This design comes from an exercise in tuning for small area, a short achievable clock period and few clock cycles on the open sky130 flow, not from production work. In this exercise RTL edits were held to simulation tests only and were not proved equivalent to the original. No activity file was given, so power comes from the tool's default toggle rates.

Design tetris_board_renderer, start of the top module:
module tetris_board_renderer
(
    input  logic       CLOCK_50,
    input  logic       reset,
    input  logic [9:0] i_x,
    input  logic [8:0] i_y,
    output logic [7:0] o_r,
    output logic [7:0] o_g,
    output logic [7:0] o_b,
    input  logic       bus_wr_valid,
    output logic       bus_wr_ready,
    input  logic [3:0] bus_wr_col,
    input  logic [4:0] bus_wr_row,
    input  logic [2:0] bus_wr_color,
    input  logic       bus_clr_req,
    input  logic       bus_shift_req,
    input  logic [4:0] bus_shift_row,
    output logic       bus_busy,
    output logic       bus_op_done
);
    localparam int H = tetris_pkg::BOARD_H;
    localparam int W = tetris_pkg::BOARD_W;
    logic w_clr_go, w_shift_go;
    board_bulk_fsm u_bulk_fsm (
        .clk         (CLOCK_50),
        .reset       (reset),
        .i_clr_req   (bus_clr_req),
        .i_shift_req (bus_shift_req),
        .i_shift_row (bus_shift_row),
        .o_busy      (bus_busy),
        .o_op_done   (bus_op_done),
        .o_wr_ready  (bus_wr_ready),
        .o_clr_go    (w_clr_go),
        .o_shift_go  (w_shift_go)
    );
    logic         w_wipe;
    logic [H-1:0] w_sh, w_wdec, w_whit;
    logic [W-1:0] w_chit;
    logic [2:0]   w_color;
    always_comb begin
        w_wipe  = reset || w_clr_go;
        w_color = w_wipe ? 3'd0 : bus_wr_color;
        for (int c = 0; c < W; c++)
            w_chit[c] = w_wipe || (bus_wr_valid && (bus_wr_col == 4'(c)));
        for (int r = 0; r < H; r++) begin
            w_sh[r]   = !reset && w_shift_go && (5'(r) <= bus_shift_row);
            w_wdec[r] = w_wipe || (bus_wr_valid && (bus_wr_row == 5'(r)));
        end
        for (int r = 0; r < H; r++)
            w_whit[r] = (r > 0 && w_sh[r]) ? w_wdec[(r > 0) ? r - 1 : 0]
                                           : (w_wdec[r] && !w_sh[r]);
    end
    logic [2:0] r_cells [H][W];
    always_ff @(posedge CLOCK_50) begin
        for (int r = 0; r < H; r++)
            for (int c = 0; c < W; c++) begin
                if (w_whit[r] && w_chit[c])
                    r_cells[r][c] <= w_color;
                else if (w_sh[r])
                    r_cells[r][c] <= (r > 0) ? r_cells[(r > 0) ? r - 1 : 0][c] : 3'd0;
            end
    end
    logic [H-1:0] w_ydec;
  ...
Size in the first run: roughly 3900 cells after synthesis, ~650 flip-flops, about 68 I/O pins.
make LEC_CHECK=0 ABC_AREA=1 CAP_MARGIN=20 CORE_MARGIN=2 CORE_UTILIZATION=65 PLACE_DENSITY=0.72 SETUP_SLACK_MARGIN=3.2 SLEW_MARGIN=20 TNS_END_PERCENT=5 finish   # period 5.5 ns
run.sh (not shown) runs the stock make flow with config.mk's settings and CLKGATE_MAP_FILE= SYNTH_SCRIPT=/design/flow/synth_recipe.tcl, a recipe that flattens the netlist after the stock synthesis.
Testbench counts at the start, summed over its fixed seeds: cycles 11,597.
==> next run, changes <==
Settings changed: SETUP_SLACK_MARGIN 3.2 to 3.0, TNS_END_PERCENT 5 to unset.
=> The changed run ran to the end with no violations. Routed wire length went up by 2.9%. Critical path depth went up by 4. Count of clock-buffer cells in the layout went up by 7. Clock power went down by 5.1%.


Another version of the RTL of tetris_board_renderer (not shown whole).
Size in the first run: roughly 4,600 cells after synthesis, ~32,000 um2 of cells after synthesis.
## tetris_board_renderer
module tetris_board_renderer
(
    input  logic       CLOCK_50,
    input  logic       reset,
    input  logic [9:0] i_x,
    input  logic [8:0] i_y,
    output logic [7:0] o_r,
    output logic [7:0] o_g,
    output logic [7:0] o_b,
    input  logic       bus_wr_valid,
    output logic       bus_wr_ready,
    input  logic [3:0] bus_wr_col,
    input  logic [4:0] bus_wr_row,
    input  logic [2:0] bus_wr_color,
    input  logic       bus_clr_req,
    input  logic       bus_shift_req,
    input  logic [4:0] bus_shift_row,
    output logic       bus_busy,
    output logic       bus_op_done
);
clock: 5.5 ns
lec_check: 0
abc_area: 1
cap_margin: 20
core_margin: 2
core_utilization: 55
place_density: 0.65
setup_slack_margin: 3.4
slew_margin: 20
standard.sh (not shown) runs the stock make flow with config.mk's settings and CLKGATE_MAP_FILE= SYNTH_SCRIPT=/design/flow/synth_recipe.tcl, a recipe that flattens the netlist after the stock synthesis.
==> flow/flow/run.sh <==
#!/bin/bash
# Layout flow: the standard flow (standard.sh, all steps, unchanged
# synthesis), except that the port buffers are inserted as
# sky130_fd_sc_hd__buf_4. The default pick is a delay cell
# (clkdlybuf4s50_1), which the footprint-matched resizer cannot later swap
# for a real buffer, so it stays on every input and output path.
# Each tool's full output goes to standard.log in the work folder.
set -euo pipefail
bash standard.sh BUFFER_PORTS_ARGS="-buffer_cell sky130_fd_sc_hd__buf_4" finish > standard.log 2>&1
Testbench counts at the start, summed over its fixed seeds: cycles 11,597.
Change:
--- a/flow/config.mk
+++ b/flow/config.mk
@@ -9,6 +9,8 @@
 export CAP_MARGIN = 20
 export CORE_MARGIN = 2
-export CORE_UTILIZATION = 55
-export PLACE_DENSITY = 0.65
-export SETUP_SLACK_MARGIN = 3.4
+export CORE_UTILIZATION = 60
+export CTS_CLUSTER_DIAMETER = 80
+export CTS_CLUSTER_SIZE = 24
+export PLACE_DENSITY = 0.7
+export SETUP_SLACK_MARGIN = 3.2
 export SLEW_MARGIN = 20
Result: The new run produced a clean layout. Via count decreases by 0.71%. Cell area came out lower by 5.7%. Hold slack hardly moves. Count of clock-buffer cells in the layout goes down by 69. Power drops by 16%. Die area came out lower by 8.2%.

-- re-timing with driven ports --
The results above use ideal ports. As a check the final layouts listed here were re-extracted and re-timed, cells and wires unchanged. Step 1 sets driving cells, clkbuf_16 on the clock port and buf_2 on the other inputs (assumed; they add their load-dependent delay and slew). Step 2 also shifts input and output timing later by t, the mid clock arrival at the registers, as if the neighbouring blocks saw the same clock. a / b / c = ideal ports / drivers / drivers and shift; a / b = the first two.
| run | shift t [ns] | setup slack, ns | worst setup path at the end | latest minus earliest clock arrival (ns) |
|---|---|---|---|---|
| the first run of note 1 | 0.693 | 2.629 / 2.674 / 1.981 | input to register | 0.024 / 0.024 |
| the second run of note 1 | 0.681 | 2.613 / 2.625 / 1.943 | input to register | 0.023 / 0.023 |
| the first run of note 2 | 0.678 | 2.939 / 2.959 / 2.281 | input to register | 0.022 / 0.022 |
| the second run of note 2 | 0.668 | 3.055 / 3.067 / 2.399 | input to register | 0.029 / 0.028 |
After both steps setup and hold are still met in every run listed. For the second run of note 1, which loses most, drivers alone change the setup slack by +0.012 ns; drivers and shift together by -0.670 ns.
